This is an optimization exercise on Yosys and OpenROAD, whose aim is a short achievable clock period and few clock cycles, not a production implementation. No run shown here included a check of the RTL's function; only the layout flow was run. Power and IR drop assume default switching activity.

[flow/config.mk]
export PLATFORM = sky130hd
export DESIGN_NAME = ww_top
export DESIGN_NICKNAME = ww_top
export VERILOG_FILES = /design/flow/design.v
export SDC_FILE = /design/flow/constraint.sdc
export NUM_CORES = 4
export LEC_CHECK = 0
export ABC_CLOCK_PERIOD_IN_PS = 2500
export CAP_MARGIN = 20
export CORE_MARGIN = 2
export CORE_UTILIZATION = 40
export SLEW_MARGIN = 20
[flow/flow/run.sh]
#!/bin/bash
# Standard ORFS layout, with the timing repair aiming for extra setup slack
# (the clock period and the SDC are left as they are).
set -euo pipefail
bash standard.sh SETUP_SLACK_MARGIN=6.3 finish > flow_make.log 2>&1
[flow/standard.sh]
#!/bin/bash
# synth_recipe.tcl (not shown) runs the flow's synth.tcl, then flattens the netlist and writes it again
# the make line also repeats each setting of config.mk as NAME=value (left out here)
make -C /OpenROAD-flow-scripts/flow DESIGN_CONFIG=/design/flow/config.mk WORK_HOME=/design/flow/orfs CLKGATE_MAP_FILE= SYNTH_SCRIPT=/design/flow/synth_recipe.tcl "${@:-finish}"
[flow/design.v]
package ww_pkg;
	localparam int WORD_W = 16;
	localparam int ADDR_W = 11;
	localparam int OP_W = 5;
	localparam logic [ADDR_W-1:0] MEM_BASE = 11'o3740;
	localparam int MEM_WORDS = 32;
	localparam int FF_WORDS = 5;	 
	localparam int MEM_IDX_W = 5;
	localparam logic [7:0] REG_CONTROL = 8'h00;
	localparam logic [7:0] REG_STATUS = 8'h04;
	localparam logic [7:0] REG_AC = 8'h08;
	localparam logic [7:0] REG_PC = 8'h0C;
	localparam logic [7:0] MEM_WINDOW = 8'h80;
	localparam logic [OP_W-1:0] OP_TS = 5'o10;	 
	localparam logic [OP_W-1:0] OP_TD = 5'o11;	 
	localparam logic [OP_W-1:0] OP_CP = 5'o16;	 
	localparam logic [OP_W-1:0] OP_SP = 5'o17;	 
	localparam logic [OP_W-1:0] OP_CA = 5'o20;
	localparam logic [OP_W-1:0] OP_CS = 5'o21;
	localparam logic [OP_W-1:0] OP_AD = 5'o22;
	localparam logic [OP_W-1:0] OP_SU = 5'o23;
endpackage
`timescale 1ns/1ps
import ww_pkg::*;
module ww_control_panel (
	input logic clk,
	input logic reset,
	input logic psel,
	input logic penable,
	input logic pwrite,
	input logic [7:0] paddr,
	input logic [WORD_W-1:0] pwdata,
	output logic [WORD_W-1:0] prdata,
	output logic pready,
	output logic pslverr,
	input logic running,
	input logic running_nxt,
	input logic alarm_nxt,
	input logic [WORD_W-1:0] ac,
	input logic [ADDR_W-1:0] pc,
	input logic [MEM_WORDS*WORD_W-1:0] mem,
	output logic start,
	output logic [ADDR_W-1:0] start_pc,
	output logic mem_we,
	output logic [MEM_IDX_W-1:0] mem_idx,
	output logic [WORD_W-1:0] mem_wdata
);
	localparam int WAIT_MAX = 60;
	logic setup;
	logic waiting;
	logic is_mem;
	logic is_ctrl;
	logic is_stat;
	logic is_ac;
	logic is_pc;
	logic err;
	logic [MEM_IDX_W-1:0] idx;
	logic slow_rd;
	logic [ADDR_W-1:0] start_sw;	 
	logic [WORD_W-1:0] fast_rd;
	logic [5:0] wcnt;
	logic stat_q;	 
	logic [MEM_IDX_W-1:0] idx_q;
	assign setup = psel && !penable;
	assign waiting = psel && penable && !pready;
	assign idx = paddr[MEM_IDX_W+1:2];
	assign is_mem = paddr[7] && (paddr[1:0] == 2'b00);
	assign is_ctrl = paddr == REG_CONTROL;
	assign is_stat = paddr == REG_STATUS;
	assign is_ac = paddr == REG_AC;
	assign is_pc = paddr == REG_PC;
	assign err = !(is_mem || is_ctrl || is_stat || is_ac || is_pc) ||
		(pwrite && (is_stat || is_ac || is_pc)) ||
		(pwrite && running && (is_ctrl || is_mem));
	assign start = setup && pwrite && is_ctrl && !err;
	assign start_pc = pwdata[ADDR_W-1:0];
	assign slow_rd = !pwrite && is_mem && (idx >= MEM_IDX_W'(FF_WORDS));
	always_comb begin
		fast_rd = '0;
		if (is_mem) begin
			for (int i = 0; i < FF_WORDS; i++) begin
				if (idx == MEM_IDX_W'(i)) begin
					fast_rd = mem[i*WORD_W +: WORD_W];
				end
			end
		end else if (is_ctrl) begin
			fast_rd = {{(WORD_W-ADDR_W){1'b0}}, start_sw};
		end else if (is_stat) begin
			fast_rd = {{(WORD_W-2){1'b0}}, alarm_nxt, running_nxt};
		end else if (is_ac) begin
			fast_rd = ac;
		end else if (is_pc) begin
			fast_rd = {{(WORD_W-ADDR_W){1'b0}}, pc};
		end
	end
	always_ff @(posedge clk or negedge reset) begin
		if (!reset) begin
			start_sw <= '0;
			stat_q <= 1'b0;
			wcnt <= '0;
			mem_we <= 1'b0;
		end else begin
			mem_we <= setup && pwrite && is_mem && !err;
			if (start) begin
				start_sw <= start_pc;
			end
			if (setup) begin
				stat_q <= !pwrite && is_stat;
				wcnt <= '0;
			end else if (waiting) begin
				wcnt <= wcnt + 1'b1;
			end
		end
	end
	always_ff @(posedge clk) begin
		if (setup) begin
			pslverr <= err;
			pready <= !(slow_rd || (!pwrite && is_stat && running_nxt));
		end else if (waiting) begin
			if (!stat_q || !running_nxt || wcnt == 6'(WAIT_MAX)) begin
				pready <= 1'b1;
			end
		end else begin
			pready <= 1'b1;
		end
	end
	always_ff @(posedge clk) begin
		if (setup) begin
			prdata <= fast_rd;
			idx_q <= idx;
			mem_idx <= idx;
			mem_wdata <= pwdata;
		end else if (waiting) begin
			if (stat_q) begin
				prdata <= {{(WORD_W-2){1'b0}}, alarm_nxt, running_nxt};
			end else begin
				prdata <= mem[idx_q*WORD_W +: WORD_W];
			end
		end
	end
endmodule
`timescale 1ns/1ps
import ww_pkg::*;
module ww_sequencer (
	input logic clk,
	input logic reset,
	input logic start,	 
	input logic [ADDR_W-1:0] start_pc,
	input logic [MEM_WORDS*WORD_W-1:0] mem,	 
	output logic [FF_WORDS-1:0] st,
	output logic st_td,
	output logic [WORD_W-1:0] ac,
	output logic running,
	output logic running_nxt,
	output logic alarm,
	output logic alarm_nxt,
	output logic [ADDR_W-1:0] pc_out
);
	localparam logic [1:0] M_EX = 2'd0;
	localparam logic [1:0] M_F1 = 2'd1;
	localparam logic [1:0] M_F2 = 2'd2;
	logic [1:0] mode;
	logic [WORD_W-1:0] ir;
	logic [7:0] dec;	 
	logic [FF_WORDS-1:0] stsel;	 
	logic [WORD_W-1:0] opr;	 
	logic [MEM_WORDS-1:0] osel;	 
	logic [WORD_W-1:0] seqw;	 
	logic [MEM_WORDS-1:0] ssel;	 
	logic [MEM_WORDS-1:0] p1sel;	 
	logic [MEM_WORDS-1:0] i1sel;	 
	logic [ADDR_W-1:0] pc;	 
	logic [ADDR_W-1:0] fa;	 
	logic ovf_q;	 
	logic [ADDR_W-1:0] ia;
	logic ex;
	logic is_ld, is_add, is_ts, is_td, is_cp, is_sp;
	logic stop_op;
	logic jump;
	logic [ADDR_W-1:0] nfa;	 
	logic slow;
	logic [WORD_W-1:0] w;
	logic [7:0] w_dec;
	logic [WORD_W-1:0] opr_j;
	logic [WORD_W-1:0] opr_s;
	logic [WORD_W-1:0] w_opr;
	logic [WORD_W-1:0] seq_j;
	logic [WORD_W-1:0] seq_s;
	logic [WORD_W-1:0] seq_n;
	logic hit_s;
	logic [WORD_W-1:0] f1_w;
	logic [WORD_W-1:0] f2_opr;
	logic [WORD_W-1:0] f2_seq;
	logic [WORD_W-1:0] sum;
	logic ovf_raw;
	logic ovf;
	logic stop;
	function automatic logic [MEM_WORDS-1:0] onehot(input logic [ADDR_W-1:0] a);
		onehot = '0;
		if (a[ADDR_W-1:MEM_IDX_W] == '1) begin
			onehot[a[MEM_IDX_W-1:0]] = 1'b1;
		end
	endfunction
	function automatic logic [WORD_W-1:0] pick(input logic [MEM_WORDS*WORD_W-1:0] m,
		input logic [MEM_WORDS-1:0] sel);
		pick = '0;
		for (int i = 0; i < MEM_WORDS; i++) begin
			pick = pick | (m[i*WORD_W +: WORD_W] & {WORD_W{sel[i]}});
		end
	endfunction
	function automatic logic [7:0] decode(input logic [OP_W-1:0] o);
		logic ld, add, neg, ts, td, cp, sp;
		ld = o == OP_CA || o == OP_CS;
		add = o == OP_AD || o == OP_SU;
		neg = o == OP_CS || o == OP_SU;
		ts = o == OP_TS;
		td = o == OP_TD;
		cp = o == OP_CP;
		sp = o == OP_SP;
		decode = {!(ld || add || ts || td || cp || sp), sp, cp, td, ts, neg, add, ld};
	endfunction
	function automatic logic [FF_WORDS-1:0] store_sel(input logic [WORD_W-1:0] w);
		logic [MEM_WORDS-1:0] oh;
		oh = onehot(w[ADDR_W-1:0]);
		store_sel = (w[WORD_W-1:ADDR_W] == OP_TS || w[WORD_W-1:ADDR_W] == OP_TD) ?
			oh[FF_WORDS-1:0] : '0;
	endfunction
	function automatic logic in_ff(input logic [ADDR_W-1:0] a);
		in_ff = a[ADDR_W-1:MEM_IDX_W] == '1 && a[MEM_IDX_W-1:0] < MEM_IDX_W'(FF_WORDS);
	endfunction
	assign ia = ir[ADDR_W-1:0];
	assign ex = running && mode == M_EX && !ovf_q;
	assign is_ld = dec[0];
	assign is_add = dec[1];
	assign is_ts = dec[3];
	assign is_td = dec[4];
	assign is_cp = dec[5];
	assign is_sp = dec[6];
	assign stop_op = dec[7];
	assign jump = ex && (is_sp || (is_cp && ac[WORD_W-1]));
	assign st = ex ? stsel : '0;
	assign st_td = is_td;
	assign nfa = jump ? ia : pc;
	assign slow = in_ff(nfa);
	assign opr_j = pick(mem, osel);
	assign hit_s = (ssel[FF_WORDS-1:0] & st) != '0;
	always_comb begin
		opr_s = pick(mem, ssel);
		if (hit_s) begin
			opr_s[ADDR_W-1:0] = ac[ADDR_W-1:0];
			if (!is_td) begin
				opr_s[WORD_W-1:ADDR_W] = ac[WORD_W-1:ADDR_W];
			end
		end
	end
	assign seq_j = pick(mem, i1sel);
	assign seq_s = pick(mem, p1sel);
	assign w = jump ? opr : seqw;
	assign w_dec = decode(w[WORD_W-1:ADDR_W]);
	assign w_opr = jump ? opr_j : opr_s;
	assign seq_n = jump ? seq_j : seq_s;
	assign f1_w = pick(mem, onehot(fa));
	assign f2_opr = pick(mem, onehot(ia));
	assign f2_seq = pick(mem, onehot(pc));
	ww_arith u_add (
		.a(ac),
		.b(opr),
		.sum(sum),
		.overflow(ovf_raw)
	);
	assign ovf = ex && is_add && ovf_raw;
	assign stop = ovf_q || (ex && stop_op);
	assign running_nxt = start || (running && !stop);
	assign alarm_nxt = !start && (alarm || ovf_q);
	always_ff @(posedge clk or negedge reset) begin
		if (!reset) begin
			running <= 1'b0;
			alarm <= 1'b0;
			ovf_q <= 1'b0;
			mode <= M_F1;
			pc_out <= '0;
			ac <= '0;
		end else begin
			running <= running_nxt;
			alarm <= alarm_nxt;
			ovf_q <= ovf;
			if (start) begin
				mode <= M_F1;
			end else if (running) begin
				case (mode)
					M_F1: mode <= M_F2;
					M_F2: mode <= M_EX;
					default: begin
						if (slow) begin
							mode <= M_F1;
						end
					end
				endcase
			end
			if (ex) begin
				pc_out <= pc;
				if (is_ld) begin
					ac <= opr;
				end else if (is_add) begin
					ac <= sum;	 
				end
			end
		end
	end
	always_ff @(posedge clk) begin
		if (start) begin
			fa <= start_pc;
		end else if (mode == M_F1) begin
			ir <= f1_w;
			dec <= decode(f1_w[WORD_W-1:ADDR_W]);
			stsel <= store_sel(f1_w);
			pc <= fa + 1'b1;
		end else if (mode == M_F2) begin
			opr <= f2_opr ^ {WORD_W{dec[2]}};
			osel <= onehot(f2_opr[ADDR_W-1:0]);
			seqw <= f2_seq;
			ssel <= onehot(f2_seq[ADDR_W-1:0]);
			p1sel <= onehot(pc + 1'b1);
			i1sel <= onehot(ia + 1'b1);
		end else begin
			ir <= w;
			dec <= w_dec;
			stsel <= store_sel(w);
			opr <= w_opr ^ {WORD_W{w_dec[2]}};
			osel <= onehot(w_opr[ADDR_W-1:0]);
			seqw <= seq_n;
			ssel <= onehot(seq_n[ADDR_W-1:0]);
			pc <= nfa + 1'b1;
			p1sel <= jump ? onehot(ia + 2'd2) : onehot(pc + 2'd2);
			i1sel <= jump ? onehot(opr[ADDR_W-1:0] + 1'b1) : onehot(seqw[ADDR_W-1:0] + 1'b1);
			if (slow) begin
				fa <= nfa;
			end
		end
	end
endmodule
`timescale 1ns/1ps
import ww_pkg::*;
module ww_storage (
	input logic clk,
	input logic reset,
	input logic pwe,	 
	input logic [MEM_IDX_W-1:0] pidx,
	input logic [WORD_W-1:0] pdata,
	input logic [FF_WORDS-1:0] st,	 
	input logic st_td,	 
	input logic [WORD_W-1:0] ac,
	output logic [MEM_WORDS*WORD_W-1:0] q
);
	logic [WORD_W-1:0] mem [MEM_WORDS];
	logic [WORD_W-1:0] nxt [FF_WORDS];
	for (genvar i = 0; i < MEM_WORDS; i++) begin : g_out
		assign q[i*WORD_W +: WORD_W] = mem[i];
		if (i < FF_WORDS) begin : g_ff
			always_comb begin
				nxt[i] = mem[i];
				if (pwe && pidx == MEM_IDX_W'(i)) begin
					nxt[i] = pdata;
				end else if (st[i]) begin
					nxt[i] = st_td ? {mem[i][WORD_W-1:ADDR_W], ac[ADDR_W-1:0]} : ac;
				end
			end
		end
	end
	always_ff @(posedge clk or negedge reset) begin
		if (!reset) begin
			for (int i = 0; i < FF_WORDS; i++) begin
				mem[i] <= '0;	 
			end
		end else begin
			for (int i = 0; i < FF_WORDS; i++) begin
				mem[i] <= nxt[i];
			end
		end
	end
	always_ff @(posedge clk) begin
		for (int i = FF_WORDS; i < MEM_WORDS; i++) begin
			if (reset && pwe && (pidx == MEM_IDX_W'(i))) begin
				mem[i] <= pdata;
			end
		end
	end
endmodule
`timescale 1ns/1ps
import ww_pkg::*;
module ww_arith (
	input logic [WORD_W-1:0] a,
	input logic [WORD_W-1:0] b,
	output logic [WORD_W-1:0] sum,
	output logic overflow
);
	logic [WORD_W-1:0] g0;
	logic [WORD_W-1:0] p0;
	logic [WORD_W-1:0] g [0:4];	 
	logic [WORD_W-1:0] p [0:4];
	logic cout;
	logic [WORD_W-1:0] carry;
	assign g0 = a & b;
	assign p0 = a ^ b;
	assign g[0] = g0;
	assign p[0] = p0;
	for (genvar l = 0; l < 4; l++) begin : g_lvl
		for (genvar i = 0; i < WORD_W; i++) begin : g_bit
			if (i >= (1 << l)) begin : g_comb
				assign g[l+1][i] = g[l][i] | (p[l][i] & g[l][i-(1<<l)]);
				assign p[l+1][i] = p[l][i] & p[l][i-(1<<l)];
			end else begin : g_pass
				assign g[l+1][i] = g[l][i];
				assign p[l+1][i] = p[l][i];
			end
		end
	end
	assign cout = g[4][WORD_W-1];
	assign carry[0] = cout;
	for (genvar i = 1; i < WORD_W; i++) begin : g_carry
		assign carry[i] = g[4][i-1] | (p[4][i-1] & cout);
	end
	assign sum = p0 ^ carry;
	assign overflow = (a[WORD_W-1] == b[WORD_W-1]) && (sum[WORD_W-1] != a[WORD_W-1]);
endmodule
`timescale 1ns/1ps
import ww_pkg::*;
module ww_top (
	input logic clk,
	input logic reset,
	input logic psel,
	input logic penable,
	input logic pwrite,
	input logic [7:0] paddr,
	input logic [WORD_W-1:0] pwdata,
	output logic [WORD_W-1:0] prdata,
	output logic pready,
	output logic pslverr
);
	logic start;
	logic [ADDR_W-1:0] start_pc;
	logic running;
	logic running_nxt;
	logic alarm;
	logic alarm_nxt;
	logic [ADDR_W-1:0] pc;
	logic [WORD_W-1:0] ac;
	logic mem_we;
	logic [MEM_IDX_W-1:0] mem_idx;
	logic [WORD_W-1:0] mem_wdata;
	logic [FF_WORDS-1:0] st;
	logic st_td;
	logic [MEM_WORDS*WORD_W-1:0] mem_q;
	ww_control_panel u_panel (
		.clk(clk),
		.reset(reset),
		.psel(psel),
		.penable(penable),
		.pwrite(pwrite),
		.paddr(paddr),
		.pwdata(pwdata),
		.prdata(prdata),
		.pready(pready),
		.pslverr(pslverr),
		.running(running),
		.running_nxt(running_nxt),
		.alarm_nxt(alarm_nxt),
		.ac(ac),
		.pc(pc),
		.mem(mem_q),
		.start(start),
		.start_pc(start_pc),
		.mem_we(mem_we),
		.mem_idx(mem_idx),
		.mem_wdata(mem_wdata)
	);
	ww_sequencer u_seq (
		.clk(clk),
		.reset(reset),
		.start(start),
		.start_pc(start_pc),
		.mem(mem_q),
		.st(st),
		.st_td(st_td),
		.ac(ac),
		.running(running),
		.running_nxt(running_nxt),
		.alarm(alarm),
		.alarm_nxt(alarm_nxt),
		.pc_out(pc)
	);
	ww_storage u_storage (
		.clk(clk),
		.reset(reset),
		.pwe(mem_we),
		.pidx(mem_idx),
		.pdata(mem_wdata),
		.st(st),
		.st_td(st_td),
		.ac(ac),
		.q(mem_q)
	);
endmodule
[flow/constraint.sdc]
create_clock -name core_clock -period 9.0 [get_ports {clk}]
set_input_delay 1.8000 -clock core_clock [delete_from_list [all_inputs] [get_ports {clk}]]
set_output_delay 1.8000 -clock core_clock [all_outputs]
set_load 0.01 [all_outputs]
==> impl_metrics.py, run 1 <==
metrics = {
    "run_status": {
        "status": "did not finish",
        "stop_stage": "global routing",
        "error": "[ERROR GRT-0116] Global routing finished with congestion. Check the congestion regions in the DRC Viewer.",
    },
    "yosys": {
        "synthAdderAreaFrac": 0.0134,
        "synthArstFlopShare": 0.162,
        "syn_area_um2": 64900,
        "synth-simple-area-share": 0.151,
        "synthMuxAreaShare": 0.102,
        "synthCells": 7027,
        "synth-edff-count": 676,
        "avgSynthCellArea_um2": 9.24,
        "ys_seq_elements": 807,
        "syn_nets": 7125,
        "synth_top_family_by_area": "compound AO/OA/AOI/OAI gates",
        "synth-xor-area-share": 0.0167,
        "synth-compound-area-share": 0.288,
        "dominantRegCellSynth": "edfxtp_1",
        "synth-seq-area-share": 0.363,
        "yosys_warnings": 8,
        "yosysUniqueCellTypes": 95,
    },
    "global_route": {
        "track_usage": 0.905,
        "gr-total-overflow": 1370,
        "grt_pass1_vias": 101000,
        "grt_start_max_net_pins": 127,
        "grt_first_pass_wirelength_um": 1040000,
    },
    "die": {
        "die_x_um": 407,
        "initial_utilization": 0.404,
        "fp-row-count": 147,
        "io_pins": 47,
        "die_h_um": 407,
    },
    "clocking": {
        "clock_path_buffers": 3,
        "root_buffer": "clkbuf_16",
        "numCtsBuffers": 90,
        "cts.sinks": 807,
        "htree_levels": 3,
        "hold_buffers": 0,
    },
    "place": {
        "port_buffers": 46,
        "place_area_um2": 69800,
        "place_hpwl_um": 430000,
        "gp_congestion": 1.30,
    },
}
-- worst max path at each step --
stage                      to  slack, ns
2_1_floorplan  u_seq.i1sel[0]       3.48
3_3_place_gp   u_seq.osel[11]       2.89
3_5_place_dp   u_seq.osel[12]       2.84
4_1_cts        u_seq.osel[12]       4.32
-- cells in the mapped netlist (61+ instances only) --
cell | instances | share of area
a221oi_1 | 301 | 0.041
edfxtp_1 | 676 | 0.31
nor4_1 | 84 | 0.0081
a22oi_1 | 799 | 0.092
mux2i_1 | 220 | 0.034
ha_1 | 68 | 0.013
xnor2_1 | 70 | 0.0094
nand3_1 | 232 | 0.018
nor3_1 | 130 | 0.010
buf_2 | 73 | 0.0056
a22o_1 | 266 | 0.036
buf_1 | 179 | 0.010
nand4_1 | 291 | 0.028
nor2_1 | 398 | 0.023
clkbuf_1 | 803 | 0.046
and3_1 | 61 | 0.0059
o22ai_1 | 157 | 0.015
a21oi_1 | 322 | 0.025
mux4_2 | 177 | 0.061
dfrtp_1 | 130 | 0.050
nand2_1 | 505 | 0.029
o21ai_0 | 184 | 0.014
-- cell families after synthesis --
group,Yosys count
muxes,433
AOI/OAI and AO/OA,2527
DFF,807
buffers and inverters,1121
and+or+nand+nor,1949
adders and majority gates,69
xor gates and xnor gates,121
-- repair_timing --
action	CTS
pin swaps	388
gates cloned	89
gates resized for setup	1531
endpoints found under the setup margin	912
endpoints found under the hold margin	0
setup buffers	615
-- power by group through the flow --
stage          clock, uW  combinational [uW]  sequential, uW
4_1_cts             3780               20500            5860
3_5_place_dp           0               14900            6170
2_1_floorplan          0                7680            5110
3_3_place_gp           0               14700            6180
-- stage by stage --
stage | worst slack [ns] | util | power (uW) | cells
after floorplan | 3.48 | - | 12800 | 7027
after CTS | 4.32 | 0.539 | 30100 | 9616
after detailed placement | 2.84 | 0.434 | 21000 | 8745
after global placement | 2.89 | 0.433 | 20900 | 8740
-- routing by layer --
layer / overflow / GRT usage
met3: 253 / 0.856
met5: 33 / 0.729
met4: 397 / 0.868
met2: 503 / 0.966
met1: 184 / 0.916
==> inputs of run 2 (changes only) <==
--- a/flow/config.mk
+++ b/flow/config.mk
@@ -9,4 +9,7 @@
 export CAP_MARGIN = 20
 export CORE_MARGIN = 2
 export CORE_UTILIZATION = 40
+export CTS_BUF_LIST = sky130_fd_sc_hd__clkbuf_16
+export CTS_CLUSTER_DIAMETER = 150
+export CTS_CLUSTER_SIZE = 40
 export SLEW_MARGIN = 20
==> impl_metrics.py, run 2 <==
metrics = {
    "clocking": {
        "htree_levels": 1,
        "hold_buffers": 0,
        "clock_path_buffers": 3,
        "numCtsBuffers": 27,
        "cts.sinks": 807,
        "root_buffer": "clkbuf_16",
    },
    "yosys": {
        "synth_top_family_by_area": "compound AO/OA/AOI/OAI gates",
        "synth-simple-area-share": 0.151,
        "synth-seq-area-share": 0.363,
        "synthArstFlopShare": 0.162,
        "dominantRegCellSynth": "edfxtp_1",
        "synth_common_cells": "clkbuf_1 (803), a22oi_1 (799), edfxtp_1 (676)",
        "synth-compound-area-share": 0.288,
        "synth_most_common_cell": "clkbuf_1",
        "synthCells": 7027,
        "ys_seq_elements": 807,
        "synth_top_area_cell": "edfxtp_1",
        "avgSynthCellArea_um2": 9.24,
        "synth-xor-area-share": 0.0167,
        "synthAdderAreaFrac": 0.0134,
        "syn_area_um2": 64900,
        "synth_top_area_frac": 0.313,
        "yosysUniqueCellTypes": 95,
        "yosys_warnings": 8,
        "synth.area.top_cells": "edfxtp_1 (31%), a22oi_1 (9.2%), mux4_2 (6.1%)",
        "synthMuxAreaShare": 0.102,
        "syn_nets": 7125,
        "synth-edff-count": 676,
    },
    "global_route": {
        "track_usage": 0.898,
        "gr-total-overflow": 1067,
        "grt_first_pass_wirelength_um": 1030000,
        "grt_start_max_net_pins": 127,
        "grt_pass1_vias": 98600,
    },
    "place": {
        "place_hpwl_um": 430000,
        "port_buffers": 46,
        "gp_congestion": 1.30,
        "place_ws_ns": 2.84,
        "dp_cells": 8745,
    },
    "run_status": {
        "error": "[ERROR GRT-0116] Global routing finished with congestion. Check the congestion regions in the DRC Viewer.",
        "status": "did not finish",
        "stop_stage": "global routing",
    },
    "die": {
        "io_pins": 47,
        "die_h_um": 407,
        "fp-row-count": 147,
        "die_x_um": 407,
        "initial_utilization": 0.404,
    },
}
==> run 2: repair_timing <==
action / CTS
resized for setup: 1348
cloned: 89
hold endpoints to repair: 0
setup endpoints to repair: 933
pin swaps: 331
setup buffers: 583
==> run 2: logic make-up after synthesis <==
logic type / after synthesis
AO/OA/AOI/OAI: 2527
XOR/XNOR: 121
adder cells (fa/ha/maj): 69
buffers and inverters: 1121
flip-flops: 807
multiplexers: 433
AND/OR/NAND/NOR: 1949
==> run 2: how the worst min path moves through the flow <==
| stage | depth (start not counted) | endpoint | slack, ns |
|---|---|---|---|
| CTS | 2 | u_seq.pc_out[10] | 0.50 |
| detailed placement | 2 | u_seq.pc_out[10] | 0.47 |
| global placement | 2 | u_seq.pc_out[3] | 0.45 |
| floorplan | 2 | u_seq.pc_out[0] | 0.44 |
==> run 2: through the flow <==
stage          instance area [um2]  utilization
2_1_floorplan                65800            -
3_3_place_gp                 69700        0.433
3_5_place_dp                 69800        0.434
4_1_cts                      83800        0.521
==> run 2: per-layer routing <==
layer,GRT overflow,global-route usage
met1,161,0.912
met4,288,0.855
met3,203,0.847
met5,30,0.722
met2,385,0.957
==> run 2: power groups by stage <==
stage / Clock [uW] / Sequential (uW) / Combinational [uW]
global placement: 0 / 6180 / 14700
detailed placement: 0 / 6170 / 14900
CTS: 1890 / 5900 / 20100
floorplan: 0 / 5110 / 7680
==> inputs of run 3 (changes only) <==
--- a/flow/design.v
+++ b/flow/design.v
@@ -157,8 +157,8 @@
 	output logic [ADDR_W-1:0] pc_out
 );
 	localparam logic [1:0] M_EX = 2'd0;
-	localparam logic [1:0] M_F1 = 2'd1;
-	localparam logic [1:0] M_F2 = 2'd2;
+	localparam logic [1:0] M_R1 = 2'd1;
+	localparam logic [1:0] M_R2 = 2'd2;
 	logic [1:0] mode;
 	logic [WORD_W-1:0] ir;
 	logic [7:0] dec;	 
@@ -170,7 +170,6 @@
 	logic [MEM_WORDS-1:0] p1sel;	 
 	logic [MEM_WORDS-1:0] i1sel;	 
 	logic [ADDR_W-1:0] pc;	 
-	logic [ADDR_W-1:0] fa;	 
 	logic ovf_q;	 
 	logic [ADDR_W-1:0] ia;
 	logic ex;
@@ -181,16 +180,9 @@
 	logic slow;
 	logic [WORD_W-1:0] w;
 	logic [7:0] w_dec;
-	logic [WORD_W-1:0] opr_j;
-	logic [WORD_W-1:0] opr_s;
 	logic [WORD_W-1:0] w_opr;
-	logic [WORD_W-1:0] seq_j;
-	logic [WORD_W-1:0] seq_s;
 	logic [WORD_W-1:0] seq_n;
 	logic hit_s;
-	logic [WORD_W-1:0] f1_w;
-	logic [WORD_W-1:0] f2_opr;
-	logic [WORD_W-1:0] f2_seq;
 	logic [WORD_W-1:0] sum;
 	logic ovf_raw;
 	logic ovf;
@@ -242,26 +234,19 @@
 	assign st_td = is_td;
 	assign nfa = jump ? ia : pc;
 	assign slow = in_ff(nfa);
-	assign opr_j = pick(mem, osel);
+	assign w = jump ? opr : seqw;
+	assign w_dec = decode(w[WORD_W-1:ADDR_W]);
 	assign hit_s = (ssel[FF_WORDS-1:0] & st) != '0;
 	always_comb begin
-		opr_s = pick(mem, ssel);
+		w_opr = pick(mem, jump ? osel : ssel);
 		if (hit_s) begin
-			opr_s[ADDR_W-1:0] = ac[ADDR_W-1:0];
+			w_opr[ADDR_W-1:0] = ac[ADDR_W-1:0];
 			if (!is_td) begin
-				opr_s[WORD_W-1:ADDR_W] = ac[WORD_W-1:ADDR_W];
+				w_opr[WORD_W-1:ADDR_W] = ac[WORD_W-1:ADDR_W];
 			end
 		end
 	end
-	assign seq_j = pick(mem, i1sel);
-	assign seq_s = pick(mem, p1sel);
-	assign w = jump ? opr : seqw;
-	assign w_dec = decode(w[WORD_W-1:ADDR_W]);
-	assign w_opr = jump ? opr_j : opr_s;
-	assign seq_n = jump ? seq_j : seq_s;
-	assign f1_w = pick(mem, onehot(fa));
-	assign f2_opr = pick(mem, onehot(ia));
-	assign f2_seq = pick(mem, onehot(pc));
+	assign seq_n = pick(mem, jump ? i1sel : p1sel);
 	ww_arith u_add (
 		.a(ac),
 		.b(opr),
@@ -277,7 +262,7 @@
 			running <= 1'b0;
 			alarm <= 1'b0;
 			ovf_q <= 1'b0;
-			mode <= M_F1;
+			mode <= M_R1;
 			pc_out <= '0;
 			ac <= '0;
 		end else begin
@@ -285,14 +270,14 @@
 			alarm <= alarm_nxt;
 			ovf_q <= ovf;
 			if (start) begin
-				mode <= M_F1;
+				mode <= M_R1;
 			end else if (running) begin
 				case (mode)
-					M_F1: mode <= M_F2;
-					M_F2: mode <= M_EX;
+					M_R1: mode <= M_R2;
+					M_R2: mode <= M_EX;
 					default: begin
 						if (slow) begin
-							mode <= M_F1;
+							mode <= M_R1;
 						end
 					end
 				endcase
@@ -308,34 +293,22 @@
 		end
 	end
 	always_ff @(posedge clk) begin
+		ir <= w;
+		dec <= w_dec;
+		stsel <= store_sel(w);
+		opr <= w_opr ^ {WORD_W{w_dec[2]}};
+		osel <= onehot(w_opr[ADDR_W-1:0]);
+		seqw <= seq_n;
+		ssel <= onehot(seq_n[ADDR_W-1:0]);
+		pc <= nfa + 1'b1;
+		p1sel <= jump ? onehot(ia + 2'd2) : onehot(pc + 2'd2);
+		i1sel <= jump ? onehot(opr[ADDR_W-1:0] + 1'b1) : onehot(seqw[ADDR_W-1:0] + 1'b1);
 		if (start) begin
-			fa <= start_pc;
-		end else if (mode == M_F1) begin
-			ir <= f1_w;
-			dec <= decode(f1_w[WORD_W-1:ADDR_W]);
-			stsel <= store_sel(f1_w);
-			pc <= fa + 1'b1;
-		end else if (mode == M_F2) begin
-			opr <= f2_opr ^ {WORD_W{dec[2]}};
-			osel <= onehot(f2_opr[ADDR_W-1:0]);
-			seqw <= f2_seq;
-			ssel <= onehot(f2_seq[ADDR_W-1:0]);
-			p1sel <= onehot(pc + 1'b1);
-			i1sel <= onehot(ia + 1'b1);
-		end else begin
-			ir <= w;
-			dec <= w_dec;
-			stsel <= store_sel(w);
-			opr <= w_opr ^ {WORD_W{w_dec[2]}};
-			osel <= onehot(w_opr[ADDR_W-1:0]);
-			seqw <= seq_n;
-			ssel <= onehot(seq_n[ADDR_W-1:0]);
-			pc <= nfa + 1'b1;
-			p1sel <= jump ? onehot(ia + 2'd2) : onehot(pc + 2'd2);
-			i1sel <= jump ? onehot(opr[ADDR_W-1:0] + 1'b1) : onehot(seqw[ADDR_W-1:0] + 1'b1);
-			if (slow) begin
-				fa <= nfa;
-			end
+			pc <= start_pc - 1'b1;
+			p1sel <= onehot(start_pc);
+		end else if (ex && slow) begin
+			pc <= nfa - 1'b1;
+			p1sel <= onehot(nfa);
 		end
 	end
 endmodule
--- a/flow/config.mk
+++ b/flow/config.mk
@@ -8,8 +8,5 @@
 export ABC_CLOCK_PERIOD_IN_PS = 2500
 export CAP_MARGIN = 20
 export CORE_MARGIN = 2
-export CORE_UTILIZATION = 40
-export CTS_BUF_LIST = sky130_fd_sc_hd__clkbuf_16
-export CTS_CLUSTER_DIAMETER = 150
-export CTS_CLUSTER_SIZE = 40
+export CORE_UTILIZATION = 35
 export SLEW_MARGIN = 20
==> impl_metrics.py, run 3 <==
metrics = {
    "worst_setup_path": {
        "cp-startpoint": "u_seq.mode[1]",
        "cp_data_required_time_ns": 9.60,
        "worstReg2RegStart": "u_seq.mode[1]",
        "slowest_stage": "a211oi_4",
        "criticalPathCategory": "reg -> reg",
        "crit_arrival_ns": 5.11,
        "end_kind": "flop",
        "critPathMaxFanout": 13,
        "path_cells": "inv_2 -> ha_4 -> and3b_4 -> clkbuf_16 -> nand3_4 -> nand2_2 -> buf_4 -> a2111oi_1 -> nand4_1 -> o32ai_4 -> a211oi_4 -> nand4_1 -> buf_4 -> or3_4 -> nor3_1",
        "critPathLaunchType": "flop",
        "cpPeakStageDelay_ns": 0.53,
    },
    "clocking": {
        "htree_levels": 3,
        "cts.sinks": 795,
        "clk_pin_slew_ns": 0.07,
        "clock_path_buffers": 3,
        "numCtsBuffers": 89,
        "root_buffer": "clkbuf_16",
        "clock_latency_ns": 0.72,
        "cts_tree": "done",
    },
    "sta": {
        "fin_worst_skew_ns": 0.0421,
        "worstMarginPinSlew_ns": 1.09,
        "hold_viol": 0,
        "max_freq_mhz": 222,
        "slew_viol_final": 0,
        "setup_viol": 0,
        "min_period_ns": 4.50,
        "relSlewSlack": 0.264,
        "tns_ns": 0,
        "finalCritPeriodShare": 0.501,
        "rsz0062_at_grt": "true",
    },
    "die": {
        "fp-row-count": 127,
        "die_x_um": 352,
        "initial_utilization": 0.353,
        "core_um2": 120000,
        "io_pins": 47,
        "die_h_um": 352,
        "die_area_um2": 124000,
    },
    "routing": {
        "drt-met1-wl_um": 91800,
        "first_iter_violations": 7254,
        "drc": 0,
        "first_pass_iters": 13,
        "dr_wl_met3_um": 38400,
        "postRouteAntennaNets": 0,
        "num_vias": 41200,
        "via_per_inst": 7.05,
        "top_layer_used": "met5",
        "wl_per_cell_um": 43.6,
        "dr_wl_met2_um": 101000,
        "routed_wl_um": 255000,
    },
    "run_status": {
        "status": "timing/DRC/antenna clean",
    },
    "cells_and_area": {
        "area_delta_synth_final_pct": 36.8,
        "drive_gt1_frac": 0.363,
        "postLayoutCellArea_um2": 58000,
        "largest_register_ffs": 512,
        "n_fill_cell": 10500,
        "final_common_cell": "edfxtp_1",
        "top_register": "u_storage.mem",
        "nets": 4229,
        "final_cell_mix": "edfxtp_1 (471), a22oi_1 (286), nand2_1 (279)",
    },
    "yosys": {
        "ys_seq_elements": 795,
        "synth.area.top_cells": "edfxtp_1 (33%), dfxtp_1 (9.1%), mux4_2 (8.5%)",
        "synth_top_area_frac": 0.333,
        "synth_top_area_cell": "edfxtp_1",
        "synth-seq-area-share": 0.502,
        "dominantRegCellSynth": "edfxtp_1",
        "synth-edff-count": 471,
        "yosysUniqueCellTypes": 92,
        "avgSynthCellArea_um2": 11.5,
        "syn_area_um2": 42400,
        "yosys_warnings": 8,
        "synthArstFlopShare": 0.165,
        "syn_nets": 3794,
        "synth_common_cells": "edfxtp_1 (471), nand2_1 (359), a22oi_1 (311)",
        "synthCells": 3700,
        "synth_most_common_cell": "edfxtp_1",
    },
    "global_route": {
        "antenna_found_initial": 17,
        "grt_start_max_net_pins": 62,
        "gr-total-overflow": 0,
        "grt_pass1_vias": 37600,
        "track_usage": 0.389,
        "grt_first_pass_wirelength_um": 331000,
    },
    "place": {
        "place_area_um2": 45900,
        "port_buffers": 46,
        "place_hpwl_um": 165000,
        "gp_congestion": 1.08,
    },
    "pwr": {
        "vdd_drop_max_uv": 148,
        "p_leak_uw": 0.0214,
        "power_per_cell_area_nw_per_um2": 175,
    },
    "min_path": {
        "hold_path.startpoint": "u_seq.pc[10]",
        "min_path_type": "reg -> reg",
    },
    "flow_run": {
        "max_cap_violations": 0,
    },
}
-- run 3: cell types whose count changed after synthesis, moves of 205 or more --
cell      previous run  this run
a221oi_1           301        45
a22o_1             266        39
a22oi_1            799       311
clkbuf_1           803       158
edfxtp_1           676       471
nand4_1            291        65
-- run 3: repair_timing --
| item | 4_1_cts | 5_1_grt |
|---|---|---|
| gates cloned | 24 | 8 |
| buffers inserted | 220 | 145 |
| endpoints found under the setup margin | 774 | 448 |
| resized for setup | 695 | 514 |
| pin swaps | 143 | 215 |
| hold buffers | 0 | 0 |
-- run 3: final timing paths --
kind                                        to  slack, ns  cells past startpoint
setup / recovery                 u_seq.osel[0]       4.50                     15
hold / removal                u_seq.pc_out[10]       0.47                      2
setup reg to reg                 u_seq.osel[0]       4.50                     15
hold reg to reg               u_seq.pc_out[10]       0.47                      2
max in group asynchronous  u_storage.mem[1][4]       7.02                      2
min in group asynchronous          u_seq.ac[0]       0.90                      1
-- run 3: worst max-delay path: cells and delay by family, from the launching register on --
family	cells	cell delay, ns
compound gates	3	0.83
flops	1	0.41
buf+inv	4	1.04
simple gates	7	1.89
fa+ha+maj	1	0.18
-- run 3: metrics by stage --
| stage | hold slack [ns] | worst slack, ns | std cells | power, uW | utilization |
|---|---|---|---|---|---|
| detailed placement | 0.456 | 2.86 | 5254 | 5730 | 0.382 |
| finish | 0.469 | 4.50 | 5840 | 10200 | 0.483 |
| floorplan | 0.426 | 5.14 | 3700 | 5150 | - |
| CTS | 0.464 | 4.89 | 5664 | 9740 | 0.450 |
| global placement | 0.454 | 3.07 | 5251 | 5720 | 0.381 |
| global route | 0.501 | 4.60 | 5825 | 10400 | 0.483 |
-- run 3: logic make-up after synthesis --
| kind of cell | after synthesis | synth area share |
|---|---|---|
| AO/OA/AOI/OAI | 1138 | 0.193 |
| AND/OR/NAND/NOR | 1036 | 0.120 |
| flip-flops | 795 | 0.502 |
| multiplexers | 313 | 0.122 |
| buffers and inverters | 277 | 0.0276 |
| XOR/XNOR | 76 | 0.0162 |
| adder cells (fa/ha/maj) | 65 | 0.0195 |
-- run 3: where the power goes --
group	switching, uW	internal, uW	total (uW)
clock	1670	2170	3840
sequential	208	4000	4210
combinational	1300	833	2130
total	3170	7010	10200
-- run 3: cell type report --
class,instances,area [um2],area share
Timing Repair inverter,1,11.3,0.000194
Tap cell,1612,2020,0.0348
Antenna cell,18,45.0,0.000776
Sequential cell,795,21300,0.368
Clock buffer,110,2470,0.0426
Multi-Input combinational cell,2635,24800,0.428
Clock inverter,56,544,0.00938
Timing Repair Buffer,561,6540,0.113
Inverter,52,219,0.00377
-- run 3: metal layers --
| layer | GRT usage | vias up |
|---|---|---|
| met5 | 0.0123 | - |
| met4 | 0.252 | 8 |
| met3 | 0.172 | 1147 |
| met2 | 0.539 | 3974 |
| met1 | 0.491 | 20500 |
| li1 | - | 15500 |
==> inputs of run 4 (changes only) <==
--- a/flow/design.v
+++ b/flow/design.v
@@ -159,45 +159,50 @@
 	localparam logic [1:0] M_EX = 2'd0;
 	localparam logic [1:0] M_R1 = 2'd1;
 	localparam logic [1:0] M_R2 = 2'd2;
+	localparam logic [1:0] M_R3 = 2'd3;
 	logic [1:0] mode;
 	logic [WORD_W-1:0] ir;
 	logic [7:0] dec;	 
-	logic [FF_WORDS-1:0] stsel;	 
 	logic [WORD_W-1:0] opr;	 
-	logic [MEM_WORDS-1:0] osel;	 
-	logic [WORD_W-1:0] seqw;	 
-	logic [MEM_WORDS-1:0] ssel;	 
-	logic [MEM_WORDS-1:0] p1sel;	 
-	logic [MEM_WORDS-1:0] i1sel;	 
+	logic [WORD_W-1:0] q1;	 
+	logic [7:0] dec1;
+	logic [WORD_W-1:0] q2;	 
+	logic [7:0] dec2;
 	logic [ADDR_W-1:0] pc;	 
 	logic ovf_q;	 
+	logic fe_q;	 
+	logic [WORD_W-1:0] ac_alt;	 
+	logic [ADDR_W-1:0] pc_alt;	 
 	logic [ADDR_W-1:0] ia;
 	logic ex;
 	logic is_ld, is_add, is_ts, is_td, is_cp, is_sp;
 	logic stop_op;
 	logic jump;
+	logic f_a;
+	logic f_e;
+	logic f_h;
+	logic fuse;
 	logic [ADDR_W-1:0] nfa;	 
 	logic slow;
+	logic [WORD_W-1:0] y;	 
+	logic [WORD_W-1:0] opr_j;
+	logic [WORD_W-1:0] opr_1;
+	logic [WORD_W-1:0] opr_2;
+	logic [WORD_W-1:0] w_opr;
 	logic [WORD_W-1:0] w;
 	logic [7:0] w_dec;
-	logic [WORD_W-1:0] w_opr;
-	logic [WORD_W-1:0] seq_n;
-	logic hit_s;
-	logic [WORD_W-1:0] sum;
-	logic ovf_raw;
+	logic hit;
+	logic [WORD_W-1:0] sum1;
+	logic ovf1;
+	logic [WORD_W-1:0] sum2;
+	logic ovf2;
 	logic ovf;
 	logic stop;
-	function automatic logic [MEM_WORDS-1:0] onehot(input logic [ADDR_W-1:0] a);
-		onehot = '0;
+	function automatic logic [WORD_W-1:0] rd(input logic [MEM_WORDS*WORD_W-1:0] m,
+		input logic [ADDR_W-1:0] a);
+		rd = '0;
 		if (a[ADDR_W-1:MEM_IDX_W] == '1) begin
-			onehot[a[MEM_IDX_W-1:0]] = 1'b1;
-		end
-	endfunction
-	function automatic logic [WORD_W-1:0] pick(input logic [MEM_WORDS*WORD_W-1:0] m,
-		input logic [MEM_WORDS-1:0] sel);
-		pick = '0;
-		for (int i = 0; i < MEM_WORDS; i++) begin
-			pick = pick | (m[i*WORD_W +: WORD_W] & {WORD_W{sel[i]}});
+			rd = m[a[MEM_IDX_W-1:0]*WORD_W +: WORD_W];
 		end
 	endfunction
 	function automatic logic [7:0] decode(input logic [OP_W-1:0] o);
@@ -211,12 +216,6 @@
 		sp = o == OP_SP;
 		decode = {!(ld || add || ts || td || cp || sp), sp, cp, td, ts, neg, add, ld};
 	endfunction
-	function automatic logic [FF_WORDS-1:0] store_sel(input logic [WORD_W-1:0] w);
-		logic [MEM_WORDS-1:0] oh;
-		oh = onehot(w[ADDR_W-1:0]);
-		store_sel = (w[WORD_W-1:ADDR_W] == OP_TS || w[WORD_W-1:ADDR_W] == OP_TD) ?
-			oh[FF_WORDS-1:0] : '0;
-	endfunction
 	function automatic logic in_ff(input logic [ADDR_W-1:0] a);
 		in_ff = a[ADDR_W-1:MEM_IDX_W] == '1 && a[MEM_IDX_W-1:0] < MEM_IDX_W'(FF_WORDS);
 	endfunction
@@ -230,31 +229,46 @@
 	assign is_sp = dec[6];
 	assign stop_op = dec[7];
 	assign jump = ex && (is_sp || (is_cp && ac[WORD_W-1]));
-	assign st = ex ? stsel : '0;
+	for (genvar i = 0; i < FF_WORDS; i++) begin : g_st
+		assign st[i] = ex && (is_ts || is_td) && ia == MEM_BASE + ADDR_W'(i);
+	end
 	assign st_td = is_td;
-	assign nfa = jump ? ia : pc;
+	assign f_a = is_ld && dec1[1];
+	assign f_e = (is_ld || is_add) && dec1[0];
+	assign f_h = (is_ld || is_ts || is_td || is_cp) && dec1[7];
+	assign fuse = ex && !jump && !in_ff(pc) && (f_a || f_e || f_h);
+	assign nfa = jump ? ia : (fuse ? pc + 1'b1 : pc);
 	assign slow = in_ff(nfa);
-	assign w = jump ? opr : seqw;
-	assign w_dec = decode(w[WORD_W-1:ADDR_W]);
-	assign hit_s = (ssel[FF_WORDS-1:0] & st) != '0;
+	assign y = rd(mem, q1[ADDR_W-1:0]) ^ {WORD_W{dec1[2]}};
+	assign hit = (st != '0) && q1[ADDR_W-1:0] == ia;
+	assign opr_j = rd(mem, opr[ADDR_W-1:0]);
 	always_comb begin
-		w_opr = pick(mem, jump ? osel : ssel);
-		if (hit_s) begin
-			w_opr[ADDR_W-1:0] = ac[ADDR_W-1:0];
+		opr_1 = rd(mem, q1[ADDR_W-1:0]);
+		if (hit) begin
+			opr_1[ADDR_W-1:0] = ac[ADDR_W-1:0];
 			if (!is_td) begin
-				w_opr[WORD_W-1:ADDR_W] = ac[WORD_W-1:ADDR_W];
+				opr_1[WORD_W-1:ADDR_W] = ac[WORD_W-1:ADDR_W];
 			end
 		end
 	end
-	assign seq_n = pick(mem, jump ? i1sel : p1sel);
-	ww_arith u_add (
+	assign opr_2 = rd(mem, q2[ADDR_W-1:0]);
+	assign w = jump ? opr : (fuse ? q2 : q1);
+	assign w_dec = jump ? decode(opr[WORD_W-1:ADDR_W]) : (fuse ? dec2 : dec1);
+	assign w_opr = (jump ? opr_j : (fuse ? opr_2 : opr_1)) ^ {WORD_W{w_dec[2]}};
+	ww_arith u_add1 (
 		.a(ac),
 		.b(opr),
-		.sum(sum),
-		.overflow(ovf_raw)
+		.sum(sum1),
+		.overflow(ovf1)
+	);
+	ww_arith u_add2 (
+		.a(opr),
+		.b(y),
+		.sum(sum2),
+		.overflow(ovf2)
 	);
-	assign ovf = ex && is_add && ovf_raw;
-	assign stop = ovf_q || (ex && stop_op);
+	assign ovf = ex && ((fuse && f_a) ? ovf2 : (is_add && ovf1));
+	assign stop = ovf_q || (ex && (stop_op || (fuse && f_h)));
 	assign running_nxt = start || (running && !stop);
 	assign alarm_nxt = !start && (alarm || ovf_q);
 	always_ff @(posedge clk or negedge reset) begin
@@ -262,6 +276,7 @@
 			running <= 1'b0;
 			alarm <= 1'b0;
 			ovf_q <= 1'b0;
+			fe_q <= 1'b0;
 			mode <= M_R1;
 			pc_out <= '0;
 			ac <= '0;
@@ -269,12 +284,14 @@
 			running <= running_nxt;
 			alarm <= alarm_nxt;
 			ovf_q <= ovf;
+			fe_q <= fuse && f_e;
 			if (start) begin
 				mode <= M_R1;
 			end else if (running) begin
 				case (mode)
 					M_R1: mode <= M_R2;
-					M_R2: mode <= M_EX;
+					M_R2: mode <= M_R3;
+					M_R3: mode <= M_EX;
 					default: begin
 						if (slow) begin
 							mode <= M_R1;
@@ -283,32 +300,49 @@
 				endcase
 			end
 			if (ex) begin
-				pc_out <= pc;
-				if (is_ld) begin
+				pc_out <= fuse ? pc + 1'b1 : pc;
+				if (fuse && f_a) begin
+					ac <= sum2;
+				end else if (fuse && f_e) begin
+					ac <= y;
+				end else if (is_ld) begin
 					ac <= opr;
 				end else if (is_add) begin
-					ac <= sum;	 
+					ac <= sum1;	 
 				end
+			end else if (ovf_q && fe_q) begin
+				ac <= ac_alt;
+				pc_out <= pc_alt;
 			end
 		end
 	end
 	always_ff @(posedge clk) begin
+		ac_alt <= sum1;
+		pc_alt <= pc;
 		ir <= w;
 		dec <= w_dec;
-		stsel <= store_sel(w);
-		opr <= w_opr ^ {WORD_W{w_dec[2]}};
-		osel <= onehot(w_opr[ADDR_W-1:0]);
-		seqw <= seq_n;
-		ssel <= onehot(seq_n[ADDR_W-1:0]);
+		opr <= w_opr;
+		if (jump) begin
+			q1 <= rd(mem, ia + 11'd1);
+			dec1 <= decode(rd(mem, ia + 11'd1) >> ADDR_W);
+			q2 <= rd(mem, ia + 11'd2);
+			dec2 <= decode(rd(mem, ia + 11'd2) >> ADDR_W);
+		end else if (fuse) begin
+			q1 <= rd(mem, pc + 11'd2);
+			dec1 <= decode(rd(mem, pc + 11'd2) >> ADDR_W);
+			q2 <= rd(mem, pc + 11'd3);
+			dec2 <= decode(rd(mem, pc + 11'd3) >> ADDR_W);
+		end else begin
+			q1 <= q2;
+			dec1 <= dec2;
+			q2 <= rd(mem, pc + 11'd2);
+			dec2 <= decode(rd(mem, pc + 11'd2) >> ADDR_W);
+		end
 		pc <= nfa + 1'b1;
-		p1sel <= jump ? onehot(ia + 2'd2) : onehot(pc + 2'd2);
-		i1sel <= jump ? onehot(opr[ADDR_W-1:0] + 1'b1) : onehot(seqw[ADDR_W-1:0] + 1'b1);
 		if (start) begin
-			pc <= start_pc - 1'b1;
-			p1sel <= onehot(start_pc);
+			pc <= start_pc - 11'd2;
 		end else if (ex && slow) begin
-			pc <= nfa - 1'b1;
-			p1sel <= onehot(nfa);
+			pc <= nfa - 11'd2;
 		end
 	end
 endmodule
==> impl_metrics.py, run 4 <==
metrics = {
    "global_route": {
        "antenna_found_initial": 12,
        "grt.met3_usage": 0.177,
        "gr-usage-met1": 0.393,
        "grt_first_pass_wirelength_um": 412000,
        "grt_pass1_vias": 49700,
        "grt_start_max_net_pins": 78,
        "use_met2": 0.444,
        "gr-total-overflow": 0,
        "grt.busiest_layer": "met2",
        "track_usage": 0.329,
    },
    "sta": {
        "min_period_ns": 4.83,
        "rsz0062_at_grt": "true",
        "setup_viol": 0,
        "finalCritPeriodShare": 0.537,
        "max_freq_mhz": 207,
        "slew_viol_final": 0,
        "relSlewSlack": 0.137,
        "hold_viol": 0,
        "fin_worst_skew_ns": 0.0645,
        "tns_ns": 0,
        "worstMarginPinSlew_ns": 1.30,
    },
    "die": {
        "die_x_um": 423,
        "io_pins": 47,
        "initial_utilization": 0.353,
        "die_area_um2": 179000,
        "die_h_um": 423,
        "core_um2": 174000,
        "fp-row-count": 153,
    },
    "worst_setup_path": {
        "end_kind": "flop",
        "r2r_cells": 20,
        "cp_data_required_time_ns": 9.61,
        "r2r-end": "u_seq.ac[15]",
        "worstReg2RegStart": "u_seq.q1[0]",
        "crit_arrival_ns": 5.44,
        "critPathLaunchType": "flop",
        "criticalPathCategory": "reg -> reg",
        "reg2reg_slack_ns": 4.17,
        "critPathMaxFanout": 7,
    },
    "routing": {
        "postRouteAntennaNets": 0,
        "num_vias": 53200,
        "via_per_inst": 7.75,
        "drc": 0,
        "first_iter_violations": 10100,
        "wl_per_cell_um": 44.5,
        "first_pass_iters": 9,
        "routed_wl_um": 305000,
    },
    "cells_and_area": {
        "nets": 4540,
        "final_common_cell": "mux4_2",
        "drive_gt1_frac": 0.541,
        "largest_register_ffs": 512,
        "multi_input_area_um2": 42100,
        "n_fill_cell": 14900,
        "final_cell_mix": "mux4_2 (1275), edfxtp_1 (471), nand2_1 (281)",
        "regArea_um2": 19700,
        "area_delta_synth_final_pct": 25.4,
        "top_register": "u_storage.mem",
    },
    "pwr": {
        "vdd_drop_max_uv": 184,
        "p_total_uw": 10400,
        "p_leak_uw": 0.0250,
        "power_per_cell_area_nw_per_um2": 135,
    },
    "yosys": {
        "synth-seq-area-share": 0.320,
        "synth.area.top_cells": "mux4_2 (47%), edfxtp_1 (23%), dfrtp_1 (5.3%)",
        "dominantRegCellSynth": "edfxtp_1",
        "synth_top_area_frac": 0.468,
        "avgSynthCellArea_um2": 14.8,
        "synth-edff-count": 471,
        "synthCells": 4161,
        "yosys_warnings": 8,
        "syn_area_um2": 61400,
        "ys_seq_elements": 713,
        "syn_nets": 4244,
        "synth_common_cells": "mux4_2 (1275), edfxtp_1 (471), nand2_1 (333)",
        "yosysUniqueCellTypes": 90,
        "synth_most_common_cell": "mux4_2",
        "synth_top_area_cell": "mux4_2",
        "synthArstFlopShare": 0.185,
    },
    "min_path": {
        "hold_end": "u_seq.pc_alt[10]",
        "min_path_type": "reg -> reg",
        "holdPathStages": 0,
        "hold_path.startpoint": "u_seq.pc[10]",
    },
    "clocking": {
        "cts.sinks": 713,
        "clk_pin_slew_ns": 0.06,
        "htree_levels": 3,
        "numCtsBuffers": 85,
        "clock_path_buffers": 3,
        "clock_latency_ns": 0.78,
        "cts_tree": "done",
        "root_buffer": "clkbuf_16",
    },
    "flow_run": {
        "max_cap_violations": 0,
    },
    "place": {
        "gp_congestion": 0.984,
        "place_hpwl_um": 163000,
        "port_buffers": 46,
    },
    "run_status": {
        "status": "timing/DRC/antenna clean",
    },
}
-- run 4: cell types whose count changed in the layout (fill, tap and decap cells not counted), moves of 35 or more --
cell,previous run,this run
a21boi_0,155,0
a22o_1,39,0
a22oi_1,286,9
buf_16,20,81
dfxtp_1,180,83
mux2i_1,123,194
mux4_2,161,1275
nand3_4,37,2
nand4_1,65,24
nor2_1,169,120
o21ai_0,46,119
-- run 4: per-layer routing --
layer  vias to the layer above  part of all wire  wire length, um
li1                      18500                 -                -
met5                         -            0.0019              576
met3                      1630              0.19            56500
met2                      5995              0.40           123000
met4                        12             0.094            28700
met1                     27100              0.32            96600
-- run 4: area by class of cell --
type,count,area share
Inverter,41,0.00249
Clock buffer,115,0.0321
Timing Repair Buffer,631,0.117
Clock inverter,45,0.00684
Tap cell,2325,0.0378
Multi-Input combinational cell,2985,0.547
Sequential cell,713,0.256
Antenna cell,13,0.000423
-- run 4: cell families after synthesis --
logic type      share of synthesized area
mux                                 0.508
simple gates                       0.0530
flops                               0.320
compound gates                     0.0583
buf+inv                            0.0322
xor+xnor                           0.0174
fa+ha+maj                          0.0113
-- run 4: what timing repair did --
action	CTS	global route
setup buffers	264	88
resized for setup	586	229
setup endpoints to repair	697	323
pin swaps	116	74
cloned	65	15
hold buffers	0	0
hold endpoints to repair	0	0
-- run 4: power breakdown --
part / internal (uW) / total (uW) / switching [uW]
clock: 2150 / 3800 / 1650
sequential: 3550 / 3640 / 88.8
combinational: 1260 / 2980 / 1710
total: 6970 / 10400 / 3450
-- run 4: how the worst max path moves through the flow --
stage                           start      endpoint  slack, ns  cells past startpoint
after floorplan           u_seq.q1[0]  u_seq.ac[15]       4.60                     20
after global placement    u_seq.q1[0]  u_seq.ac[15]       3.02                     16
after detailed placement  u_seq.q1[0]   u_seq.ovf_q       3.01                     15
after CTS                 u_seq.q1[0]  u_seq.ac[15]       4.31                     18
after global routing      u_seq.q1[0]  u_seq.ac[15]       4.12                     20
final                     u_seq.q1[0]  u_seq.ac[15]       4.17                     20
-- run 4: worst max-delay path: stages, from the launching register on --
cell and delay (ns):
dfxtp_4 0.45, buf_12 0.21, buf_4 0.16, buf_16 0.13, buf_12 0.14, mux4_2 0.49, mux4_2 0.50, nand2_2 0.12
a21oi_4 0.08, xor2_2 0.20, ha_4 0.32, and3_4 0.16, and4_1 0.16, a32oi_2 0.22, a211o_1 0.24, a21oi_4 0.09
a41o_1 0.23, o41a_1 0.39, xor2_1 0.17, a21oi_1 0.14, o22ai_1 0.08
-- run 4: metrics by stage --
step	hold slack [ns]	util	area [um2]	setup slack [ns]	std cells
2_1_floorplan	0.339	-	63000	4.60	4161
3_3_place_gp	0.429	0.374	65200	3.02	6253
3_5_place_dp	0.413	0.375	65200	3.01	6254
4_1_cts	0.436	0.430	74700	4.31	6743
5_1_grt	0.456	0.442	76900	4.12	6855
6_report	0.443	0.442	77000	4.17	6868
==> inputs of run 5 (changes only) <==
--- a/flow/design.v
+++ b/flow/design.v
@@ -149,6 +149,7 @@
 	input logic [MEM_WORDS*WORD_W-1:0] mem,	 
 	output logic [FF_WORDS-1:0] st,
 	output logic st_td,
+	output logic [WORD_W-1:0] st_data,
 	output logic [WORD_W-1:0] ac,
 	output logic running,
 	output logic running_nxt,
@@ -181,6 +182,16 @@
 	logic f_a;
 	logic f_e;
 	logic f_h;
+	logic f_c;
+	logic f_d;
+	logic [FF_WORDS-1:0] st0;	 
+	logic [FF_WORDS-1:0] st1;	 
+	logic [WORD_W-1:0] acn;	 
+	logic [WORD_W-1:0] y_f;	 
+	logic hit2_0;
+	logic hit2_1;
+	logic [WORD_W-1:0] sum3;
+	logic ovf3;
 	logic fuse;
 	logic [ADDR_W-1:0] nfa;	 
 	logic slow;
@@ -229,18 +240,24 @@
 	assign is_sp = dec[6];
 	assign stop_op = dec[7];
 	assign jump = ex && (is_sp || (is_cp && ac[WORD_W-1]));
-	for (genvar i = 0; i < FF_WORDS; i++) begin : g_st
-		assign st[i] = ex && (is_ts || is_td) && ia == MEM_BASE + ADDR_W'(i);
-	end
-	assign st_td = is_td;
 	assign f_a = is_ld && dec1[1];
 	assign f_e = (is_ld || is_add) && dec1[0];
 	assign f_h = (is_ld || is_ts || is_td || is_cp) && dec1[7];
-	assign fuse = ex && !jump && !in_ff(pc) && (f_a || f_e || f_h);
+	assign f_c = (is_ts || is_td) && (dec1[0] || dec1[1]);
+	assign f_d = (is_ld || is_add) && (dec1[3] || dec1[4]);
+	assign fuse = ex && !jump && !in_ff(pc) && (f_a || f_e || f_h || f_c || f_d);
+	assign acn = is_ld ? opr : sum1;
+	for (genvar i = 0; i < FF_WORDS; i++) begin : g_st
+		assign st0[i] = ex && (is_ts || is_td) && ia == MEM_BASE + ADDR_W'(i);
+		assign st1[i] = fuse && f_d && q1[ADDR_W-1:0] == MEM_BASE + ADDR_W'(i);
+	end
+	assign st = (fuse && f_d) ? (ovf1 && is_add ? '0 : st1) : st0;
+	assign st_td = (fuse && f_d) ? dec1[4] : is_td;
+	assign st_data = (fuse && f_d) ? acn : ac;
 	assign nfa = jump ? ia : (fuse ? pc + 1'b1 : pc);
 	assign slow = in_ff(nfa);
 	assign y = rd(mem, q1[ADDR_W-1:0]) ^ {WORD_W{dec1[2]}};
-	assign hit = (st != '0) && q1[ADDR_W-1:0] == ia;
+	assign hit = (st0 != '0) && q1[ADDR_W-1:0] == ia;
 	assign opr_j = rd(mem, opr[ADDR_W-1:0]);
 	always_comb begin
 		opr_1 = rd(mem, q1[ADDR_W-1:0]);
@@ -251,7 +268,23 @@
 			end
 		end
 	end
-	assign opr_2 = rd(mem, q2[ADDR_W-1:0]);
+	assign y_f = opr_1 ^ {WORD_W{dec1[2]}};
+	assign hit2_0 = (st0 != '0) && q2[ADDR_W-1:0] == ia;
+	assign hit2_1 = (st1 != '0) && q2[ADDR_W-1:0] == q1[ADDR_W-1:0];
+	always_comb begin
+		opr_2 = rd(mem, q2[ADDR_W-1:0]);
+		if (hit2_0) begin
+			opr_2[ADDR_W-1:0] = ac[ADDR_W-1:0];
+			if (!is_td) begin
+				opr_2[WORD_W-1:ADDR_W] = ac[WORD_W-1:ADDR_W];
+			end
+		end else if (hit2_1) begin
+			opr_2[ADDR_W-1:0] = acn[ADDR_W-1:0];
+			if (!dec1[4]) begin
+				opr_2[WORD_W-1:ADDR_W] = acn[WORD_W-1:ADDR_W];
+			end
+		end
+	end
 	assign w = jump ? opr : (fuse ? q2 : q1);
 	assign w_dec = jump ? decode(opr[WORD_W-1:ADDR_W]) : (fuse ? dec2 : dec1);
 	assign w_opr = (jump ? opr_j : (fuse ? opr_2 : opr_1)) ^ {WORD_W{w_dec[2]}};
@@ -267,7 +300,14 @@
 		.sum(sum2),
 		.overflow(ovf2)
 	);
-	assign ovf = ex && ((fuse && f_a) ? ovf2 : (is_add && ovf1));
+	ww_arith u_add3 (
+		.a(ac),
+		.b(y_f),
+		.sum(sum3),
+		.overflow(ovf3)
+	);
+	assign ovf = ex && ((fuse && f_a) ? ovf2 : (fuse && f_c) ? (dec1[1] && ovf3) :
+		(is_add && ovf1));
 	assign stop = ovf_q || (ex && (stop_op || (fuse && f_h)));
 	assign running_nxt = start || (running && !stop);
 	assign alarm_nxt = !start && (alarm || ovf_q);
@@ -284,7 +324,7 @@
 			running <= running_nxt;
 			alarm <= alarm_nxt;
 			ovf_q <= ovf;
-			fe_q <= fuse && f_e;
+			fe_q <= fuse && (f_e || f_d);
 			if (start) begin
 				mode <= M_R1;
 			end else if (running) begin
@@ -305,6 +345,10 @@
 					ac <= sum2;
 				end else if (fuse && f_e) begin
 					ac <= y;
+				end else if (fuse && f_c && dec1[0]) begin
+					ac <= y_f;
+				end else if (fuse && f_c) begin
+					ac <= sum3;
 				end else if (is_ld) begin
 					ac <= opr;
 				end else if (is_add) begin
@@ -356,7 +400,7 @@
 	input logic [WORD_W-1:0] pdata,
 	input logic [FF_WORDS-1:0] st,	 
 	input logic st_td,	 
-	input logic [WORD_W-1:0] ac,
+	input logic [WORD_W-1:0] st_data,
 	output logic [MEM_WORDS*WORD_W-1:0] q
 );
 	logic [WORD_W-1:0] mem [MEM_WORDS];
@@ -369,7 +413,7 @@
 				if (pwe && pidx == MEM_IDX_W'(i)) begin
 					nxt[i] = pdata;
 				end else if (st[i]) begin
-					nxt[i] = st_td ? {mem[i][WORD_W-1:ADDR_W], ac[ADDR_W-1:0]} : ac;
+					nxt[i] = st_td ? {mem[i][WORD_W-1:ADDR_W], st_data[ADDR_W-1:0]} : st_data;
 				end
 			end
 		end
@@ -457,6 +501,7 @@
 	logic [WORD_W-1:0] mem_wdata;
 	logic [FF_WORDS-1:0] st;
 	logic st_td;
+	logic [WORD_W-1:0] st_data;
 	logic [MEM_WORDS*WORD_W-1:0] mem_q;
 	ww_control_panel u_panel (
 		.clk(clk),
@@ -489,6 +534,7 @@
 		.mem(mem_q),
 		.st(st),
 		.st_td(st_td),
+		.st_data(st_data),
 		.ac(ac),
 		.running(running),
 		.running_nxt(running_nxt),
@@ -504,7 +550,7 @@
 		.pdata(mem_wdata),
 		.st(st),
 		.st_td(st_td),
-		.ac(ac),
+		.st_data(st_data),
 		.q(mem_q)
 	);
 endmodule
==> impl_metrics.py, run 5 <==
metrics = {
    "min_path": {
        "hold_path.startpoint": "u_seq.pc[10]",
        "min_path_type": "reg -> reg",
    },
    "worst_setup_path": {
        "critPathMaxFanout": 26,
        "cp_top_family": "compound AO/OA/AOI/OAI gates",
        "r2r-end": "u_seq.ac[3]",
        "cp_common_cell": "buf_4",
        "criticalPathCategory": "reg -> reg",
        "cpPeakStageDelay_ns": 0.53,
        "slowest_stage": "dfxtp_4",
    },
    "die": {
        "initial_utilization": 0.351,
        "die_h_um": 435,
        "fp-row-count": 158,
        "core_um2": 185000,
        "die_x_um": 435,
    },
    "pwr": {
        "vdd_drop_max_uv": 263,
        "p_comb_frac": 0.326,
        "p_seq_frac": 0.327,
        "clkPwrFrac": 0.347,
        "intPower_uw": 7390,
        "switching_share": 0.342,
        "power_per_cell_area_nw_per_um2": 137,
    },
    "cells_and_area": {
        "area_delta_synth_final_pct": 26.2,
        "final_cell_mix": "mux4_2 (1266), edfxtp_1 (471), buf_4 (345)",
        "n_fill_cell": 15900,
        "nets": 5180,
    },
    "yosys": {
        "synth_common_cells": "mux4_2 (1266), edfxtp_1 (471), nand2_1 (360)",
        "syn_nets": 4856,
        "synth-xor-area-share": 0.0208,
        "yosys_warnings": 8,
        "synthMuxAreaShare": 0.473,
        "synthCells": 4756,
        "synth.area.top_cells": "mux4_2 (44%), edfxtp_1 (22%), dfrtp_1 (5.1%)",
    },
    "sta": {
        "finalCritPeriodShare": 0.573,
        "fin_worst_skew_ns": 0.0537,
        "fin_hold_ws_ns": 0.415,
        "setup_viol": 0,
        "slew_viol_final": 0,
    },
    "place": {
        "port_buffers": 46,
    },
    "global_route": {
        "gr-usage-met1": 0.380,
        "gr-total-overflow": 0,
        "track_usage": 0.327,
    },
    "clocking": {
        "root_buffer": "clkbuf_16",
        "hold_buffers": 0,
        "numCtsBuffers": 87,
    },
    "routing": {
        "postRouteAntennaNets": 0,
        "wl_per_cell_um": 41.5,
        "first_iter_violations": 10500,
    },
    "run_status": {
        "status": "timing/DRC/antenna clean",
    },
    "flow_run": {
        "max_cap_violations": 0,
    },
}
[run 5: cell count changes in the layout (fill, tap and decap cells not counted), sizes merged, moves of 42 or more]
cell,before,now
nor3,36,79
mux2i,213,154
nor2,158,280
xnor2,58,106
buf,576,640
a31oi,31,73
[run 5: power groups by stage]
| stage | logic (uW) | registers (uW) | clock network (uW) |
|---|---|---|---|
| 3_3_place_gp | 2700 | 3760 | 0 |
| 4_1_cts | 3270 | 3680 | 3910 |
| 6_report | 3660 | 3670 | 3900 |
| 5_1_grt | 3630 | 3670 | 4030 |
| 2_1_floorplan | 1850 | 3680 | 0 |
| 3_5_place_dp | 2720 | 3770 | 0 |
[run 5: worst max-delay path by stage]
stage	start	end	cells past startpoint
final	u_seq.q1[1]	u_seq.ac[3]	20
after global routing	u_seq.q1[0]	u_seq.ac[1]	22
after CTS	u_seq.q1[0]	u_seq.ac[1]	22
after detailed placement	u_seq.q1[1]	u_seq.ac[1]	22
after global placement	u_seq.q1[1]	u_seq.ac[1]	22
after floorplan	u_seq.q1[0]	u_seq.ac[1]	25
[run 5: area by class of cell]
class / instances / area share
clock buffers: 105 / 0.0287
clock inverters: 58 / 0.00863
inverters: 63 / 0.00315
diodes: 4 / 0.000122
well taps: 2480 / 0.0379
flip-flops and latches: 713 / 0.241
repair buffers: 689 / 0.111
multi-input cells: 3526 / 0.569
[run 5: worst reg2reg max path, delay by kind of cell, from the launching register on]
family | cells | cell delay [ns]
xor gates and xnor gates | 1 | 0.31
DFF | 1 | 0.53
AOI/OAI and AO/OA | 9 | 1.81
muxes | 2 | 0.45
buffers and inverters | 3 | 0.70
adders and majority gates | 1 | 0.35
and+or+nand+nor | 4 | 0.90
[run 5: timing repair]
item	4_1_cts	5_1_grt
cloned	73	14
resized for setup	757	263
buffers inserted	299	118
endpoints found under the setup margin	708	306
pin swaps	146	117
[run 5: cells by family after synthesis]
kind of cell | after synthesis
muxes | 1476
and+or+nand+nor | 1027
AOI/OAI and AO/OA | 788
DFF | 713
buffers and inverters | 527
xor gates and xnor gates | 154
adders and majority gates | 71
[run 5: through the flow]
| step | total power (uW) | area, um2 | utilization |
|---|---|---|---|
| after detailed placement | 6490 | 68700 | 0.372 |
| after CTS | 10900 | 79300 | 0.429 |
| final | 11200 | 81900 | 0.443 |
| after global placement | 6470 | 68700 | 0.372 |
| after floorplan | 5530 | 66800 | - |
| after global routing | 11300 | 81900 | 0.443 |
[run 5: metal layers]
metal | routed length [um] | share of wire
met4 | 31800 | 0.10
met3 | 56800 | 0.18
met2 | 131000 | 0.41
met1 | 96900 | 0.31
met5 | 267 | 0.00084

[static timing again, ports no longer ideal]
Ports are ideal in the flow. The routed layouts listed here were re-timed in OpenROAD. Step 1, drivers: a clkbuf_16 drives clk and a buf_2 each remaining input, both assumed. Step 2, shift: input delay + t, output delay - t, t = (earliest + latest rising clock arrival at the registers) / 2. This alone moves slack from input paths to output paths. Slacks: ideal ports / drivers / drivers and shift; pairs: ideal ports / drivers.
run | t (ns) | setup WS [ns]
run 3 | 0.778 | 4.495 / 4.495 / 4.495
run 4 | 0.824 | 4.168 / 4.168 / 4.168
run 5 | 0.826 | 3.844 / 3.844 / 3.844
After both steps setup and hold are still met in every run listed.
